Source: an optimization exercise on an open RTL-to-GDS flow (aim: small area). Production flows keep margins and buffers that such runs may drop. The RTL was checked by simulation tests, not by an equivalence proof against the original design. Power figures rest on the tool's default switching activity, not on a simulated workload.

job 101:
==> flow/design.v (excerpt) <==
module rx_ppram #(
    parameter int unsigned BUF_NUM = 2,
    parameter int unsigned ADDR_W  = 8
) (
    input  logic              clk,
    input  logic              reset,
    input  logic [7:0]        wr_byte,
    input  logic [ADDR_W-1:0] wr_addr,
    input  logic              wr_clk,
    input  logic [7:0]        wr_flags,
    input  logic              switch,
    input  logic              clr,
    input  logic [ADDR_W-1:0] rd_addr,
    output logic [7:0]        rd_byte,
    output logic [7:0]        rd_flags,
    output logic              rd_valid,
    input  logic              rd_done,
    output logic              rx_lost,
    output logic [7:0]        lost_cnt,
    output logic [3:0]        buf_free
);
Size: about 6900 cells after synthesis, ~4100 flip-flops, roughly 68 I/O pins, about 140000 µm² of cells after synthesis.
Settings: LEC_CHECK=0, CAP_MARGIN=10, CORE_MARGIN=2, CORE_UTILIZATION=60, PLACE_DENSITY=0.7, SLEW_MARGIN=30, SYNTH_HIERARCHICAL=1; clock period 8.0 ns.
standard.sh (not shown) runs the stock make flow with config.mk's settings and CLKGATE_MAP_FILE= SYNTH_SCRIPT=/design/flow/synth_recipe.tcl, a recipe that flattens the netlist after the stock synthesis.
==> flow/flow/run.sh <==
#!/bin/bash
# Own layout flow: the standard synthesis, then area recovery on the synthesized netlist
# (downsize.tcl), then the standard layout with a clock tree built from mid-size buffers in
# larger clusters and without dummy loads, and the smallest buffer on each port.
# Each tool's output goes to a log file here.
set -euo pipefail
bash standard.sh synth > synth.log 2>&1
DS_DB=orfs/results/${FLOW_PLATFORM}/rx_ppram/base/1_synth.odb \
  openroad -no_init -exit -no_splash flow/downsize.tcl > downsize.log 2>&1
export CTS_ARGS="-sink_clustering_enable -repair_clock_nets -dont_use_dummy_load -sink_clustering_size 16 -sink_clustering_max_diameter 60 -buf_list sky130_fd_sc_hd__clkbuf_8"
export BUFFER_PORTS_ARGS="-buffer_cell sky130_fd_sc_hd__buf_1"
bash standard.sh > layout.log 2>&1
==> flow/flow/downsize.tcl <==
# Area recovery after synthesis: give every combinational cell the smallest-area variant of
# its own function (same name apart from the drive-strength suffix, same pins). Registers are
# left as synthesis made them. Placement and the later repair steps re-buffer and upsize where
# slew, capacitance or timing need it.
set db_file $::env(DS_DB)
read_db $db_file
set db [ord::get_db]
set lib_masters {}
foreach lib [$db getLibs] {
  foreach m [$lib getMasters] { lappend lib_masters $m }
}
array set best {}
foreach m $lib_masters {
  set n [$m getName]
  if {![regexp {^(sky130_fd_sc_hd__[a-z0-9]+)_([0-9]+)$} $n -> base sz]} continue
  set a [expr {[$m getWidth] * [$m getHeight]}]
  if {![info exists best($base)] || $a < [lindex $best($base) 1]} {
    set best($base) [list $m $a]
  }
}
set skip {^sky130_fd_sc_hd__(df|edf|sdf|sedf|dl|sdl|conb|tap|fill|decap|diode|lpflow|probe|clk)}
set n_swapped 0
set block [[$db getChip] getBlock]
foreach inst [$block getInsts] {
  set m [$inst getMaster]
  set n [$m getName]
  if {[regexp $skip $n]} continue
  if {![regexp {^(sky130_fd_sc_hd__[a-z0-9]+)_([0-9]+)$} $n -> base sz]} continue
  if {![info exists best($base)]} continue
  set bm [lindex $best($base) 0]
  if {[$bm getName] eq $n} continue
  if {[expr {[$bm getWidth] * [$bm getHeight]}] >= [expr {[$m getWidth] * [$m getHeight]}]} continue
  if {[$inst swapMaster $bm]} { incr n_swapped }
}
puts "downsize: swapped $n_swapped instances"
write_db $db_file
Inputs modified between job 101 and job 102:
- CAP_MARGIN changed from 10 to 20
- PLACE_DENSITY changed from 0.7 to 0.8
- CORE_UTILIZATION changed from 60 to 70
- SLEW_MARGIN changed from 30 to 40
Notes after the runs:
Taking job 101 as the reference, in job 102 initial antenna violation count lost about 30%, combined global-route utilization of all metal layers picked up an extra 4.7 points, number of clock-tree buffers in the layout lost 0.32%, hold slack neither gained nor lost much.
For job 103, these inputs were changed with respect to job 102:
- CORE_UTILIZATION now 65, was 70
- CAP_MARGIN now 10, was 20
- SLEW_MARGIN now 30, was 40
- PLACE_DENSITY now 0.75, was 0.8
Notes after the runs:
Diff job 103..job 102 | total power | negligible. NOTE: area growth from synthesis to layout in job 103 falls short of that of job 102. Diff job 102 -> job 103: power dissipated by switching net loads now larger; length of the first detailed-routing pass in iterations down 1; worst hold-check slack decreased 0.028 ns; die outline area +7.6%. Job 103 ends up with higher global-route wire length before repair than job 102 does.

-- what the ideal ports hide --
How much do the figures lean on ideal ports? The routed layouts below were timed once more, with nothing changed but the port constraints. Step 1 (the two cells are an assumption about what drives the block):
set clk [get_ports {clk}]
set_driving_cell -lib_cell sky130_fd_sc_hd__clkbuf_16 $clk
set_driving_cell -lib_cell sky130_fd_sc_hd__buf_2 [delete_from_list [all_inputs] $clk]
Step 2 moves the port delays by t, midway between the first and last clock arrival at a register: inputs arrive t later, outputs are due t later. That takes back most of the time a late clock gives input paths. Three values: ideal ports, drivers, drivers and shift; two values: the first two.
run	t (ns)	setup WS [ns]	pins driven straight from the clock port
job 101	1.151	2.212 / 2.090 / 0.939	1
job 102	1.187	2.512 / 2.553 / 1.367	1
job 103	1.177	2.258 / 2.258 / 1.116	1
After both steps every run listed still meets setup and hold. For job 101, which loses most, drivers alone change the setup slack by -0.122 ns; drivers and shift together by -1.273 ns.
